Source: an optimization exercise on an open RTL-to-GDS flow (aim: small area, a short achievable clock period and few clock cycles per item). Production flows keep margins and buffers that such runs may drop. At most, simulation tests tie the RTL to the original design; equivalence was not proved. Function not checked in run 2: the RTL went through the layout flow alone.

## flow/design.v (module list and top-level ports; edited modules follow where they fit)
// module running_mean_stddev: 226 lines
// module rms_sqacc: 646 lines
module running_mean_stddev #(
    parameter int MAX_COUNT   = 65536,
    parameter int FRAC_BITS   = 16
) (
    input  logic        aclk,
    input  logic        aresetn,
    input  logic        s_axis_tvalid,
    output logic        s_axis_tready,
    input  logic [15:0] s_axis_tdata,    
    input  logic        s_axis_tlast,
    output logic        m_axis_tvalid,
    input  logic        m_axis_tready,
    output logic [87:0] m_axis_tdata,    
    input  logic        psel,
    input  logic        penable,
    input  logic        pwrite,
    input  logic [1:0]  paddr,
    input  logic [31:0] pwdata,
    output logic [31:0] prdata,
    output logic        pready
);
  // ...
==> flow/run.sh <==
#!/bin/bash
# synth_recipe.tcl (not shown) runs the flow's synth.tcl, then flattens the netlist and writes it again
# the make line also repeats each setting of config.mk as NAME=value (left out here)
make -C /OpenROAD-flow-scripts/flow DESIGN_CONFIG=/design/flow/config.mk WORK_HOME=/design/flow/orfs CLKGATE_MAP_FILE= SYNTH_SCRIPT=/design/flow/synth_recipe.tcl finish
==> flow/config.mk <==
export PLATFORM = sky130hd
export DESIGN_NAME = running_mean_stddev
export DESIGN_NICKNAME = running_mean_stddev
export VERILOG_FILES = /design/flow/design.v
export SDC_FILE = /design/flow/constraint.sdc
export NUM_CORES = 4
export LEC_CHECK = 0
export CAP_MARGIN = 20
export CORE_MARGIN = 2
export CORE_UTILIZATION = 40
export SETUP_SLACK_MARGIN = 5
export SLEW_MARGIN = 20
==> flow/constraint.sdc <==
create_clock -name core_clock -period 11.0 [get_ports {aclk}]
set_input_delay 2.2000 -clock core_clock [delete_from_list [all_inputs] [get_ports {aclk}]]
set_output_delay 2.2000 -clock core_clock [all_outputs]
set_load 0.01 [all_outputs]
==> out/qor.csv, run 1 <==
stage,metric,value,unit
status,status,finished clean,
worst_hold_path,min_from,aD[33],
synthesis,synth-adder-area-share,18.6,%
cts,cts_buffers,83,
cts,cts_sinks,672,
layout,drive_gt1_share,4.37,%
layout,area.sequential,17500,µm²
worst_setup_path,r2r-start,bR[64],
layout,mostFrequentLayoutCells,"nand2_1, inv_1, edfxtp_1, ha_1, o21ai_0",
route,via_per_inst,5.32,
layout,final_core_util,44.6,%
layout,nets,5947,
worst_setup_path,worstPathMaxFanout,84,
layout,clk_share,5.29,%
synthesis,synth_xor_area_share,7.46,%
place,placed_cells,6824,
cts,cts_tree,done,
layout,layout_commonest_cell,nand2_1,
route,top_layer,met4,
route,drt-met1-wl,57900,µm
layout,layout.cells.non_filler,6981,
sta,clock_skew,41.0,ps
worst_setup_path,max_stage_delay,670,ps
sta,hold_slack,417,ps
grt,globalRouteTotalUtil,20.0,%
layout,seq_area_share,32.1,%
worst_hold_path,hold-path-cell-count,0,
sta,fin_crit_sh,51.6,%
worst_setup_path,r2r_end,bP[59],
floorplanning,die-area,126000,µm²
grt,grt_max_degree,110,
worst_setup_path,worstSetupStartpointType,input port,
synthesis,synth_edf_count,399,
grt,grt.busiest_layer,met2,
worst_setup_path,crit_arrival,5990,ps
place,routabilityCongestion,0.894,
sta,setup_ws,5330,ps
Testbench counts, summed over its fixed seeds: cycles 12,495, items 320.
==> module running_mean_stddev, before the edit <==
module running_mean_stddev #(
    parameter int MAX_COUNT   = 65536,
    parameter int FRAC_BITS   = 16
) (
    input  logic        aclk,
    input  logic        aresetn,
    input  logic        s_axis_tvalid,
    output logic        s_axis_tready,
    input  logic [15:0] s_axis_tdata,    
    input  logic        s_axis_tlast,
    output logic        m_axis_tvalid,
    input  logic        m_axis_tready,
    output logic [87:0] m_axis_tdata,    
    input  logic        psel,
    input  logic        penable,
    input  logic        pwrite,
    input  logic [1:0]  paddr,
    input  logic [31:0] pwdata,
    output logic [31:0] prdata,
    output logic        pready
);
    localparam int CW = rms_pkg::CNT_W;
    localparam int SW = rms_pkg::SUM_W;
    localparam int QW = rms_pkg::SQ_W;
    localparam logic [2:0] A_IDLE  = 3'd0;
    localparam logic [2:0] A_PREP1 = 3'd1;
    localparam logic [2:0] A_PREP2 = 3'd2;
    localparam logic [2:0] A_RUN   = 3'd3;
    localparam logic [2:0] A_DONE  = 3'd4;
    logic mode_reg;
    always_ff @(posedge aclk) begin
        if (!aresetn) mode_reg <= 1'b0;
        else if (psel && penable && pwrite && paddr == 2'd0) mode_reg <= pwdata[0];
    end
    assign pready = 1'b1;
    assign prdata = {31'd0, mode_reg};
    logic        f0_v, f0_l, f0_m;
    logic [14:0] f0_y;         
    logic        f0_s;         
    logic        g_reg;        
    logic        rdy_reg;      
    logic        aok_reg;      
    logic [2:0]  a_st;
    logic [4:0]  a_step;
    logic        b_run, b_valid;
    logic [4:0]  b_step;
    logic acc_in, f0_hold, f0_go, a_load, b_free, a_hand;
    assign s_axis_tready = rdy_reg;
    assign acc_in  = s_axis_tvalid && rdy_reg;
    assign f0_hold = f0_v && f0_l && !aok_reg;
    assign f0_go   = f0_v && !f0_hold;
    assign a_load  = f0_go && f0_l;
    assign b_free  = !b_run && (!b_valid || m_axis_tready);
    assign a_hand  = (a_st == A_DONE) && b_free;
    logic [2:0] a_st_n;
    logic       f0_v_n, f0_l_n, b_run_n, b_valid_n, aok_n, g_n;
    always_comb begin
        a_st_n = a_st;
        unique case (a_st)
            A_IDLE:  a_st_n = A_IDLE;
            A_PREP1: a_st_n = A_PREP2;
            A_PREP2: a_st_n = A_RUN;
            A_RUN:  a_st_n = (a_step == 5'd0) ? A_DONE : A_RUN;
            A_DONE: a_st_n = a_hand ? A_IDLE : A_DONE;
            default: a_st_n = A_IDLE;
        endcase
        if (a_load) a_st_n = A_PREP1;
    end
    assign b_run_n   = a_hand || (b_run && b_step != 5'd31);
    assign b_valid_n = (b_run && b_step == 5'd31) || (b_valid && !m_axis_tready);
    assign aok_n     = (a_st_n == A_IDLE) || (a_st_n == A_DONE && !b_run_n && !b_valid_n);
    assign f0_v_n    = f0_hold || acc_in;
    assign f0_l_n    = f0_hold || s_axis_tlast;
    assign g_n       = f0_v_n && !(f0_l_n && !aok_n) && (a_load || !cnt_n[CW-1]);
    always_ff @(posedge aclk) begin
        if (!aresetn) begin
            rdy_reg <= 1'b1;
            aok_reg <= 1'b1;
            f0_v    <= 1'b0;
            g_reg   <= 1'b0;
            a_st    <= A_IDLE;
            b_run   <= 1'b0;
            b_valid <= 1'b0;
        end else begin
            rdy_reg <= !(f0_v_n && f0_l_n) || aok_n;
            aok_reg <= aok_n;
            f0_v    <= f0_v_n;
            g_reg   <= g_n;
            a_st    <= a_st_n;
            b_run   <= b_run_n;
            b_valid <= b_valid_n;
        end
    end
    always_ff @(posedge aclk) begin
        if (!f0_hold) begin
            f0_y <= s_axis_tdata[14:0] ^ {15{s_axis_tdata[15]}};
            f0_s <= s_axis_tdata[15];
            f0_l <= s_axis_tlast;
            f0_m <= mode_reg;
        end
    end
    logic [CW-1:0] cnt_reg, cnt_n;
    logic [SW-1:0] sum_reg, sum_n;
    logic [QW-1:0] acc_s, acc_c, ns, nc;
    logic          ovf_reg, ovf_n, clear;
    logic [14:0]   y_eff;
    logic          s_eff;
    assign y_eff = g_reg ? f0_y : 15'd0;
    assign s_eff = g_reg && f0_s;
    assign sum_n = sum_reg + {{(SW-15){s_eff}}, y_eff ^ {15{s_eff}}};
    assign cnt_n = cnt_reg + CW'(g_reg);
    assign ovf_n = ovf_reg | (f0_go && cnt_reg[CW-1]);
    assign clear = !aresetn || a_load;
    rms_sqacc u_sq (.y(y_eff), .sgn(s_eff), .acc_s(acc_s), .acc_c(acc_c), .ns(ns), .nc(nc));
    always_ff @(posedge aclk) begin
        cnt_reg <= clear ? '0 : cnt_n;
        sum_reg <= clear ? '0 : sum_n;
        acc_s   <= clear ? '0 : ns;
        acc_c   <= clear ? '0 : nc;
        ovf_reg <= clear ? 1'b0 : ovf_n;
    end
    logic [CW-1:0] an;
    logic [SW-1:0] as;         
    logic [QW-1:0] aq;         
    logic [63:0]   aN;         
    logic [33:0]   aD;
    logic          aneg, aovf, amode;
    logic          nb, mb, flip;    
    logic [31:0] an32, lzx;
    logic [4:0]  lz_hi, a_idx;
    logic [63:0] a_s64, a_r0, a_r1, a_r2, a_cs, a_cc;
    assign an32  = 32'(an);
    assign lzx   = (as ^ {SW{as[SW-1]}}) | an32;
    always_comb begin
        lz_hi = 5'd0;
        for (int i = 0; i < 32; i++) if (lzx[i]) lz_hi = 5'(i);
    end
    assign a_idx = (a_st == A_PREP2) ? a_step : a_step - 5'd1;
    assign a_s64 = {{(64-SW){as[SW-1]}}, as};
    assign a_r0  = {aN[62:0], 1'b0};
    assign a_r1  = nb ? 64'(aq) : 64'd0;
    assign a_r2  = flip ? a_s64 : ~(mb ? a_s64 : 64'd0);
    assign a_cs  = a_r0 ^ a_r1 ^ a_r2;
    assign a_cc  = {((a_r0[62:0] & a_r1[62:0]) | (a_r0[62:0] & a_r2[62:0]) |
                     (a_r1[62:0] & a_r2[62:0])), !flip};
    always_ff @(posedge aclk) begin
        if (a_load) begin
            an    <= cnt_n;
            as    <= sum_n;
            aq    <= ns;
            aN    <= 64'(nc[QW-1:1]);
            aovf  <= ovf_n;
            amode <= f0_m && (cnt_n >= CW'(2));
            nb    <= 1'b1;
            mb    <= 1'b0;
            flip  <= 1'b0;
        end else if (a_st == A_PREP1) begin
            aN     <= a_cs + a_cc;
            aneg   <= as[SW-1];
            a_step <= lz_hi + 5'(as[SW-1]);
        end else if (a_st == A_PREP2) begin
            aq     <= aN[QW-1:0];
            aN     <= '0;
            aD     <= '0;
            nb     <= an32[a_idx];
            mb     <= as[a_idx];
            flip   <= aneg;
        end else if (a_st == A_RUN) begin
            aN     <= a_cs + a_cc;
            aD     <= {aD[32:0], 1'b0} + (nb ? 34'(an - CW'(amode)) : 34'd0);
            a_step <= a_step - 5'd1;
            nb     <= an32[a_idx];
            mb     <= as[a_idx];
            flip   <= 1'b0;
        end
    end
    logic [64:0] bR;           
    logic [61:0] bP;
    logic [31:0] bL, bq, bZ;
    logic [33:0] bD;
    logic [15:0] brem;
    logic [CW-1:0] bn;
    logic [1:0]  bst;
    logic        bneg;
    logic        bs, bge;
    logic [64:0] b_t, b_x1, b_x2, b_cs, b_cc;
    logic [16:0] b_rem2;
    logic [17:0] b_diff;
    logic [47:0] b_dv;
    assign bs   = !bR[64];
    assign b_t  = {bR[62:0], bL[31:30]};
    assign b_x1 = {1'b0, bP, 2'b00} ^ {65{bs}};
    assign b_x2 = ~{31'd0, bD};
    assign b_cs = b_t ^ b_x1 ^ b_x2;
    assign b_cc = {((b_t[63:0] & b_x1[63:0]) | (b_t[63:0] & b_x2[63:0]) |
                    (b_x1[63:0] & b_x2[63:0])), 1'b1};
    assign b_rem2 = {brem, bZ[31]};
    assign b_diff = {1'b0, b_rem2} - {1'b0, bn};
    assign bge    = !b_diff[17];
    assign b_dv = aneg ? {~as, 16'(-an)} : {as, 16'd0};
    always_ff @(posedge aclk) begin
        if (a_hand) begin
            bR   <= 65'(aN[63:32]);
            bL   <= aN[31:0];
            bP   <= '0;
            bD   <= aD;
            bn   <= an;
            bst  <= aovf ? rms_pkg::STATUS_OVERFLOW :
                    (an < CW'(2) ? rms_pkg::STATUS_FEW : rms_pkg::STATUS_OK);
            bneg <= aneg;
            brem <= b_dv[47:32];
            bZ   <= b_dv[31:0];
            b_step <= 5'd0;
        end else if (b_run) begin
            bR   <= b_cs + b_cc + 65'(bs);
            bP   <= {bP[60:0], 1'b0} + (bs ? 62'(bD) : ~{28'd0, bD}) + 62'(!bs);
            bq   <= {bq[30:0], bs};
            bL   <= {bL[29:0], 2'b00};
            brem <= bge ? b_diff[15:0] : b_rem2[15:0];
            bZ   <= {bZ[30:0], bge ^ bneg};
            b_step <= b_step + 5'd1;
        end
    end
    assign m_axis_tvalid = b_valid;
    assign m_axis_tdata  = {5'd0, bst, bn, bq[30:0], !bR[64], bZ};
endmodule
==> run 2: changes to the inputs <==
--- a/flow/design.v
+++ b/flow/design.v
@@ -131,3 +131,3 @@
     logic [SW-1:0] as;         
-    logic [QW-1:0] aq;         
+    logic [QW:0]   aq;         
     logic [63:0]   aN;         
@@ -138,3 +138,8 @@
     logic [4:0]  lz_hi, a_idx;
-    logic [63:0] a_s64, a_r0, a_r1, a_r2, a_cs, a_cc;
+    logic [63:0] a_s64, a_r0, a_r1, a_r2, a_cs, a_cc, a_sum;
+    logic [33:0] a_dsum;
+    logic [CW-1:0] anm;
+    logic [17:0] a_qhi;
+    assign anm   = an - CW'(amode);
+    assign a_qhi = {1'b0, aN[QW-1:30]} - {1'b0, anm};
     assign an32  = 32'(an);
@@ -148,3 +153,3 @@
     assign a_r0  = {aN[62:0], 1'b0};
-    assign a_r1  = nb ? 64'(aq) : 64'd0;
+    assign a_r1  = nb ? {{(64-QW-1){aq[QW]}}, aq} : 64'd0;
     assign a_r2  = flip ? a_s64 : ~(mb ? a_s64 : 64'd0);
@@ -153,2 +158,4 @@
                      (a_r1[62:0] & a_r2[62:0])), !flip};
+    assign a_sum  = a_cs + a_cc;
+    assign a_dsum = {aD[32:0], 1'b0} + (nb ? 34'(anm) : 34'd0);
     always_ff @(posedge aclk) begin
@@ -157,3 +164,3 @@
             as    <= sum_n;
-            aq    <= ns;
+            aq    <= {1'b0, ns};
             aN    <= 64'(nc[QW-1:1]);
@@ -165,3 +172,3 @@
         end else if (a_st == A_PREP1) begin
-            aN     <= a_cs + a_cc;
+            aN     <= a_sum;
             aneg   <= as[SW-1];
@@ -169,3 +176,3 @@
         end else if (a_st == A_PREP2) begin
-            aq     <= aN[QW-1:0];
+            aq     <= {a_qhi, aN[29:0]};
             aN     <= '0;
@@ -176,4 +183,4 @@
         end else if (a_st == A_RUN) begin
-            aN     <= a_cs + a_cc;
-            aD     <= {aD[32:0], 1'b0} + (nb ? 34'(an - CW'(amode)) : 34'd0);
+            aN     <= a_sum;
+            aD     <= a_dsum;
             a_step <= a_step - 5'd1;
@@ -186,3 +193,3 @@
     logic [61:0] bP;
-    logic [31:0] bL, bq, bZ;
+    logic [31:0] bL, bq, bZ;   
     logic [33:0] bD;
@@ -197,2 +204,22 @@
     logic [47:0] b_dv;
+    logic [64:0] b_rsum;
+    logic [61:0] b_psum;
+    assign b_rsum = b_cs + b_cc + 65'(bs);
+    logic [34:0] b_plo;
+    logic [27:0] b_pu, b_pq, b_pa;
+    logic        b_inc, b_dec;
+    rms_add35 u_padd (.a({1'b0, bP[32:0], 1'b0}), .b({1'b0, bD ^ {34{!bs}}}), .ci(!bs), .s(b_plo));
+    assign b_pu  = bP[60:33];
+    assign b_inc = bs && b_plo[34];
+    assign b_dec = !bs && !b_plo[34];
+    assign b_pq  = b_pu ^ {28{!bs}};
+    always_comb begin
+        logic [27:0] t;
+        t = {b_pq[26:0], 1'b1};
+        for (int d = 1; d < 28; d = d * 2)
+            for (int i = 27; i >= 0; i--)
+                if ((i / d) % 2 == 1) t[i] = t[i] & t[(i / d) * d - 1];
+        b_pa = t;
+    end
+    assign b_psum = {b_pu ^ (b_pa & {28{b_inc | b_dec}}), b_plo[33:0]};
     assign bs   = !bR[64];
@@ -209,6 +236,9 @@
     always_ff @(posedge aclk) begin
+        bR   <= a_hand ? {{31{aN[63]}}, aN[63:30]} : b_rsum;
+        bP   <= a_hand ? 62'(aD) : b_psum;
+        bL   <= a_hand ? {aN[29:0], 2'b00} : {bL[29:0], 2'b00};
+        brem <= a_hand ? b_dv[46:31] : (bge ? b_diff[15:0] : b_rem2[15:0]);
+    end
+    always_ff @(posedge aclk) begin
         if (a_hand) begin
-            bR   <= 65'(aN[63:32]);
-            bL   <= aN[31:0];
-            bP   <= '0;
             bD   <= aD;
@@ -218,11 +248,6 @@
             bneg <= aneg;
-            brem <= b_dv[47:32];
-            bZ   <= b_dv[31:0];
-            b_step <= 5'd0;
+            bZ   <= {b_dv[30:0], aneg};
+            b_step <= 5'd1;
         end else if (b_run) begin
-            bR   <= b_cs + b_cc + 65'(bs);
-            bP   <= {bP[60:0], 1'b0} + (bs ? 62'(bD) : ~{28'd0, bD}) + 62'(!bs);
-            bq   <= {bq[30:0], bs};
-            bL   <= {bL[29:0], 2'b00};
-            brem <= bge ? b_diff[15:0] : b_rem2[15:0];
+            bq   <= (b_step == 5'd31) ? {bq[29:0], bs, !b_rsum[64]} : {bq[30:0], bs};
             bZ   <= {bZ[30:0], bge ^ bneg};
@@ -232,3 +257,233 @@
     assign m_axis_tvalid = b_valid;
-    assign m_axis_tdata  = {5'd0, bst, bn, bq[30:0], !bR[64], bZ};
+    assign m_axis_tdata  = {5'd0, bst, bn, bq, bZ};
+endmodule
+module rms_add35 (
+    input  logic [34:0] a,
+    input  logic [34:0] b,
+    input  logic        ci,
+    output logic [34:0] s
+);
+    logic [34:0] p, g;
+    assign p = a ^ b;
+    assign g = a & b;
+    logic g0c;
+    assign g0c = g[0] | (p[0] & ci);
+    logic gg0, pp0;
+    assign gg0 = g[1] | (p[1] & g0c);
+    assign pp0 = p[1] & p[0];
+    logic gg1, pp1;
+    assign gg1 = g[3] | (p[3] & g[2]);
+    assign pp1 = p[3] & p[2];
+    logic gg2, pp2;
+    assign gg2 = g[5] | (p[5] & g[4]);
+    assign pp2 = p[5] & p[4];
+    logic gg3, pp3;
+    assign gg3 = g[7] | (p[7] & g[6]);
+    assign pp3 = p[7] & p[6];
+    logic gg4, pp4;
+    assign gg4 = g[9] | (p[9] & g[8]);
+    assign pp4 = p[9] & p[8];
+    logic gg5, pp5;
+    assign gg5 = g[11] | (p[11] & g[10]);
+    assign pp5 = p[11] & p[10];
+    logic gg6, pp6;
+    assign gg6 = g[13] | (p[13] & g[12]);
+    assign pp6 = p[13] & p[12];
+    logic gg7, pp7;
+    assign gg7 = g[15] | (p[15] & g[14]);
+    assign pp7 = p[15] & p[14];
+    logic gg8, pp8;
+    assign gg8 = g[17] | (p[17] & g[16]);
+    assign pp8 = p[17] & p[16];
+    logic gg9, pp9;
+    assign gg9 = g[19] | (p[19] & g[18]);
+    assign pp9 = p[19] & p[18];
+    logic gg10, pp10;
+    assign gg10 = g[21] | (p[21] & g[20]);
+    assign pp10 = p[21] & p[20];
+    logic gg11, pp11;
+    assign gg11 = g[23] | (p[23] & g[22]);
+    assign pp11 = p[23] & p[22];
+    logic gg12, pp12;
+    assign gg12 = g[25] | (p[25] & g[24]);
+    assign pp12 = p[25] & p[24];
+    logic gg13, pp13;
+    assign gg13 = g[27] | (p[27] & g[26]);
+    assign pp13 = p[27] & p[26];
+    logic gg14, pp14;
+    assign gg14 = g[29] | (p[29] & g[28]);
+    assign pp14 = p[29] & p[28];
+    logic gg15, pp15;
+    assign gg15 = g[31] | (p[31] & g[30]);
+    assign pp15 = p[31] & p[30];
+    logic gg16, pp16;
+    assign gg16 = g[33] | (p[33] & g[32]);
+    assign pp16 = p[33] & p[32];
+    logic gg17, pp17;
+    assign gg17 = gg1 | (pp1 & gg0);
+    assign pp17 = pp1 & pp0;
+    logic gg18, pp18;
+    assign gg18 = gg3 | (pp3 & gg2);
+    assign pp18 = pp3 & pp2;
+    logic gg19, pp19;
+    assign gg19 = gg5 | (pp5 & gg4);
+    assign pp19 = pp5 & pp4;
+    logic gg20, pp20;
+    assign gg20 = gg7 | (pp7 & gg6);
+    assign pp20 = pp7 & pp6;
+    logic gg21, pp21;
+    assign gg21 = gg9 | (pp9 & gg8);
+    assign pp21 = pp9 & pp8;
+    logic gg22, pp22;
+    assign gg22 = gg11 | (pp11 & gg10);
+    assign pp22 = pp11 & pp10;
+    logic gg23, pp23;
+    assign gg23 = gg13 | (pp13 & gg12);
+    assign pp23 = pp13 & pp12;
+    logic gg24, pp24;
+    assign gg24 = gg15 | (pp15 & gg14);
+    assign pp24 = pp15 & pp14;
+    logic gg25, pp25;
+    assign gg25 = gg18 | (pp18 & gg17);
+    assign pp25 = pp18 & pp17;
+    logic gg26, pp26;
+    assign gg26 = gg20 | (pp20 & gg19);
+    assign pp26 = pp20 & pp19;
+    logic gg27, pp27;
+    assign gg27 = gg22 | (pp22 & gg21);
+    assign pp27 = pp22 & pp21;
+    logic gg28, pp28;
+    assign gg28 = gg24 | (pp24 & gg23);
+    assign pp28 = pp24 & pp23;
+    logic gg29, pp29;
+    assign gg29 = gg26 | (pp26 & gg25);
+    assign pp29 = pp26 & pp25;
+    logic gg30, pp30;
+    assign gg30 = gg28 | (pp28 & gg27);
+    assign pp30 = pp28 & pp27;
+    logic gg31, pp31;
+    assign gg31 = gg30 | (pp30 & gg29);
+    assign pp31 = pp30 & pp29;
+    logic gg32, pp32;
+    assign gg32 = gg27 | (pp27 & gg29);
+    assign pp32 = pp27 & pp29;
+    logic gg33, pp33;
+    assign gg33 = gg19 | (pp19 & gg25);
+    assign pp33 = pp19 & pp25;
+    logic gg34, pp34;
+    assign gg34 = gg21 | (pp21 & gg29);
+    assign pp34 = pp21 & pp29;
+    logic gg35, pp35;
+    assign gg35 = gg23 | (pp23 & gg32);
+    assign pp35 = pp23 & pp32;
+    logic gg36, pp36;
+    assign gg36 = gg2 | (pp2 & gg17);
+    assign pp36 = pp2 & pp17;
+    logic gg37, pp37;
+    assign gg37 = gg4 | (pp4 & gg25);
+    assign pp37 = pp4 & pp25;
+    logic gg38, pp38;
+    assign gg38 = gg6 | (pp6 & gg33);
+    assign pp38 = pp6 & pp33;
+    logic gg39, pp39;
+    assign gg39 = gg8 | (pp8 & gg29);
+    assign pp39 = pp8 & pp29;
+    logic gg40, pp40;
+    assign gg40 = gg10 | (pp10 & gg34);
+    assign pp40 = pp10 & pp34;
+    logic gg41, pp41;
+    assign gg41 = gg12 | (pp12 & gg32);
+    assign pp41 = pp12 & pp32;
+    logic gg42, pp42;
+    assign gg42 = gg14 | (pp14 & gg35);
+    assign pp42 = pp14 & pp35;
+    logic gg43, pp43;
+    assign gg43 = gg16 | (pp16 & gg31);
+    assign pp43 = pp16 & pp31;
+    logic gg44, pp44;
+    assign gg44 = g[2] | (p[2] & gg0);
+    assign pp44 = p[2] & pp0;
+    logic gg45, pp45;
+    assign gg45 = g[4] | (p[4] & gg17);
+    assign pp45 = p[4] & pp17;
+    logic gg46, pp46;
+    assign gg46 = g[6] | (p[6] & gg36);
+    assign pp46 = p[6] & pp36;
+    logic gg47, pp47;
+    assign gg47 = g[8] | (p[8] & gg25);
+    assign pp47 = p[8] & pp25;
+    logic gg48, pp48;
+    assign gg48 = g[10] | (p[10] & gg37);
+    assign pp48 = p[10] & pp37;
+    logic gg49, pp49;
+    assign gg49 = g[12] | (p[12] & gg33);
+    assign pp49 = p[12] & pp33;
+    logic gg50, pp50;
+    assign gg50 = g[14] | (p[14] & gg38);
+    assign pp50 = p[14] & pp38;
+    logic gg51, pp51;
+    assign gg51 = g[16] | (p[16] & gg29);
+    assign pp51 = p[16] & pp29;
+    logic gg52, pp52;
+    assign gg52 = g[18] | (p[18] & gg39);
+    assign pp52 = p[18] & pp39;
+    logic gg53, pp53;
+    assign gg53 = g[20] | (p[20] & gg34);
+    assign pp53 = p[20] & pp34;
+    logic gg54, pp54;
+    assign gg54 = g[22] | (p[22] & gg40);
+    assign pp54 = p[22] & pp40;
+    logic gg55, pp55;
+    assign gg55 = g[24] | (p[24] & gg32);
+    assign pp55 = p[24] & pp32;
+    logic gg56, pp56;
+    assign gg56 = g[26] | (p[26] & gg41);
+    assign pp56 = p[26] & pp41;
+    logic gg57, pp57;
+    assign gg57 = g[28] | (p[28] & gg35);
+    assign pp57 = p[28] & pp35;
+    logic gg58, pp58;
+    assign gg58 = g[30] | (p[30] & gg42);
+    assign pp58 = p[30] & pp42;
+    logic gg59, pp59;
+    assign gg59 = g[32] | (p[32] & gg31);
+    assign pp59 = p[32] & pp31;
+    logic gg60, pp60;
+    assign gg60 = g[34] | (p[34] & gg43);
+    assign pp60 = p[34] & pp43;
+    assign s[0] = p[0] ^ ci;
+    assign s[1] = p[1] ^ g0c;
+    assign s[2] = p[2] ^ gg0;
+    assign s[3] = p[3] ^ gg44;
+    assign s[4] = p[4] ^ gg17;
+    assign s[5] = p[5] ^ gg45;
+    assign s[6] = p[6] ^ gg36;
+    assign s[7] = p[7] ^ gg46;
+    assign s[8] = p[8] ^ gg25;
+    assign s[9] = p[9] ^ gg47;
+    assign s[10] = p[10] ^ gg37;
+    assign s[11] = p[11] ^ gg48;
+    assign s[12] = p[12] ^ gg33;
+    assign s[13] = p[13] ^ gg49;
+    assign s[14] = p[14] ^ gg38;
+    assign s[15] = p[15] ^ gg50;
+    assign s[16] = p[16] ^ gg29;
+    assign s[17] = p[17] ^ gg51;
+    assign s[18] = p[18] ^ gg39;
+    assign s[19] = p[19] ^ gg52;
+    assign s[20] = p[20] ^ gg34;
+    assign s[21] = p[21] ^ gg53;
+    assign s[22] = p[22] ^ gg40;
+    assign s[23] = p[23] ^ gg54;
+    assign s[24] = p[24] ^ gg32;
+    assign s[25] = p[25] ^ gg55;
+    assign s[26] = p[26] ^ gg41;
+    assign s[27] = p[27] ^ gg56;
+    assign s[28] = p[28] ^ gg35;
+    assign s[29] = p[29] ^ gg57;
+    assign s[30] = p[30] ^ gg42;
+    assign s[31] = p[31] ^ gg58;
+    assign s[32] = p[32] ^ gg31;
+    assign s[33] = p[33] ^ gg59;
+    assign s[34] = p[34] ^ gg43;
 endmodule
--- a/flow/config.mk
+++ b/flow/config.mk
@@ -7,5 +7,6 @@
 export LEC_CHECK = 0
+export ABC_AREA = 1
 export CAP_MARGIN = 20
 export CORE_MARGIN = 2
-export CORE_UTILIZATION = 40
+export CORE_UTILIZATION = 50
 export SETUP_SLACK_MARGIN = 5
==> run 2 against run 1 <==
  * Register-to-register slack worse by 150 ps
  * Sequential cell count stayed put
  * Hold slack better by 2.6 ps
  * Sequential share of layout area fell by 0.083 points
  * Die area is 23% lower
  * Critical path type is now flip-flop to flip-flop
  * Worst setup slack worse by 100 ps
  * First-iteration DRC count down 16%
  * Global-route usage increased by 5.2 points
  * Highest routed layer unchanged
==> out/qor.csv, run 2 <==
stage,metric,value,unit,change
synthesis,synth_ff_type,dfxtp_1,,
layout,antenna_cells,0,,
route,met2_length,55800,µm,
layout,area.sequential,16700,µm²,-4.6%
route,antenna_left,0,,
route,drt-met1-wl,57100,µm,-1.3%
synthesis,ys_ff_latch,672,,
synthesis,synth_common_cells,"inv_1, nand2_1, nor2_1",,
floorplanning,rows,112,,
layout,multi_input_area,25600,µm²,
grt,grt_pass1_vias,36020,,
grt,grt_max_degree,169,,+54%
layout,top_regs,"aN: 64 flops, bR: 64 flops, bP: 62 flops",,
synthesis,synth_cell_types,66,,
cts,cts_hold_buffers,0,,
layout,layout_commonest_cell,inv_1,,
worst_setup_path,crit_buf_inv,4,,
place,hpwlAfterDp,93300,µm,
worst_setup_path,worst-setup-path-type,flip-flop to flip-flop,,
synthesis,synth_top_cell_by_area,edfxtp_1,,
route,wl_per_cell,17.2,µm,
place,io_buffer_count,112,,
grt,grt-ovfl-total,0,,
synthesis,synth_edf_count,320,,-20%
sta,tightest_slew,1140,ps,
synthesis,synth.most_common_cell,inv_1,,
worst_setup_path,worstPathMaxFanout,29,,-65%
sta,rsz0062_at_grt,yes,,
status,status,finished clean,,
sta,setup_violations,0,,
sta,slew_headroom,24.3,%,
synthesis,syn_avg_cell_area,8.22,µm²,
cts,cts_buffer_depth,3,,
floorplanning,die_h,311,µm,
route,via_per_inst,5.16,,-3.1%
job,maxCapViolCount,0,,
cts,cts_sinks,672,,unchanged
synthesis,syn_area,47100,µm²,
worst_setup_path,endpoint_kind,flip-flop,,
grt,globalRouteTotalUtil,25.2,%,+5.2 points
floorplanning,die-area,96700,µm²,-23%
route,drc,0,,
synthesis,synth_area_leaders,"edfxtp_1, dfxtp_1, fa_1",,
layout,final_core_util,55.7,%,+11 points
worst_setup_path,crit_arrival,6250,ps,+260 ps
worst_setup_path,worstPathRequired,11470,ps,
worst_hold_path,holdCritPathClass,flip-flop to flip-flop,,
place,routabilityCongestion,0.922,,+3.2%
synthesis,yosys_warnings,1,,
synthesis,yosysSeqAreaShare,35.4,%,
floorplanning,initial_core_util,50.5,%,
sta,hold_viol_final,0,,
worst_setup_path,crit_family,compound AO/OA/AOI/OAI gates,,
cts,cts_tree,done,,
sta,min_period,5770,ps,
sta,fin_setup_tns,0,ps,
cts,clock_latency,660,ps,
cts,cts_resized,2,,
sta,slew_viol_final,0,,
route,drt_pass1_iterations,6,,
sta,fin_crit_sh,52.5,%,+0.91 points
layout,fin_area,52000,µm²,
route,via_count,36721,,
cts,cts_root_buffer,clkbuf_16,,
synthesis,synthArstFlopShare,0,%,
layout,mostFrequentLayoutCells,"inv_1, nand2_1, nor2_1, o21ai_0, a21oi_1",,
sta,timing.fmax,173,MHz,
worst_setup_path,worstSetupStartpointType,flip-flop,,
floorplanning,boundaryPins,181,,
route,drt_iter0_markers,2515,,
cts,cts_setup_buffers,0,,
sta,clock_skew,34.6,ps,-6.43 ps
synthesis,synthCells,5731,,
place,placed_area,49300,µm²,
worst_setup_path,cp_slowest_cell,dfxtp_4,,
sta,setup_ws,5230,ps,-99.6 ps
cts,cts_buffers,79,,-4.8%
route,drt_wl_total,122000,µm,
cts,cts.htree.levels,3,,
route,top_layer,met4,,
floorplanning,coreArea,93300,µm²,
grt,grt_pass1_wl,195000,µm,
cts,clk_pin_slew,60,ps,
grt,antenna_found_initial,0,,
layout,nets,6451,,+8.5%
layout,drive_gt1_share,3.82,%,-0.55 points
place,pre_cts_ws,4800,ps,
worst_setup_path,max_stage_delay,660,ps,about the same
layout,syn2layout_area_growth,10.4,%,
worst_setup_path,critPathMostFrequentCell,nand2_1,,
synthesis,synth_top_area_share,20.4,%,
route,route.met3.wl,5940,µm,
floorplanning,die_x,311,µm,
layout,fill_cells,8899,,
## run 2: area by class of cell
class | count | area share, %
well taps | 1254 | 3.02
clock inverters | 35 | 0.763
repair buffers | 138 | 2.57
flip-flops and latches | 672 | 32.0
clock buffers | 113 | 4.34
inverters | 1114 | 8.06
multi-input cells | 3794 | 49.2
## run 2: worst min-delay path, cell delays in order (launching register included)
cell,delay (ps)
dfxtp_1,300
nand2_1,50
o21ai_0,60
## run 2: logic make-up (layout without fill, tap and decap cells)
group           count (synthesis)  after routing  share of synthesized area (%)
other cells                     2             37                         0.0159
compound gates               1128           1128                           13.4
flops                         672            672                           35.4
simple gates                 1700           1700                           14.6
xor+xnor                      335            335                           6.23
fa+ha+maj                     594            594                           19.7
buf+inv                      1300           1400                           10.7
## run 2: stage by stage
stage          hold slack [ps]  cells
2_1_floorplan              406   5766
3_3_place_gp               413   6972
3_5_place_dp               417   6972
4_1_cts                    424   7120
5_1_grt                    451   7120
6_report                   420   7120
## run 2: path summary, 6_finish.rpt
kind / startpoint / endpoint / slack (ps) / depth (start not counted)
worst max-delay path: bR[64] / bq[0] / 5230 / 25
worst min-delay path: bL[6] / bL[8] / 420 / 2
worst max register to register: bR[64] / bq[0] / 5230 / 25
worst min register to register: bL[6] / bL[8] / 420 / 2
## run 2: metal layers
layer	global-route usage (%)	vias to the layer above
met5	0	-
met4	7.11	0
met3	3.91	180
met2	40.9	794
met1	35.0	17289
li1	-	18458

static timing again, ports no longer ideal:
In the flow no input, the clock included, has a driving cell. The finished layouts below were timed again as built, in two steps.
Step 1, drivers: a clkbuf_16 drives aclk and a buf_2 each remaining input, both assumed.
Step 2 times the ports against the registers' clock, not the clock port: input delays grow and output delays shrink by t, the midpoint of the rising clock arrivals with the driver on.
a / b / c = ideal ports / drivers / drivers and shift; a / b = the first two.
| run | shift t [ns] | slack for setup (ns) | hold WS [ns] | latest minus earliest clock arrival (ns) | slew at the worst register clock pin (ns) |
|---|---|---|---|---|---|
| run 1 | 0.762 | 5.326 / 5.374 / 4.613 | 0.417 / 0.417 / 0.417 | 0.043 / 0.043 | 0.07 / 0.07 |
| run 2 | 0.710 | 5.226 / 5.226 / 5.226 | 0.420 / 0.420 / 0.420 | 0.036 / 0.035 | 0.07 / 0.07 |
After both steps setup and hold are still met in every run listed. The setup slack of run 1, which loses most, moves by +0.048 ns with the drivers and by -0.713 ns with both steps.
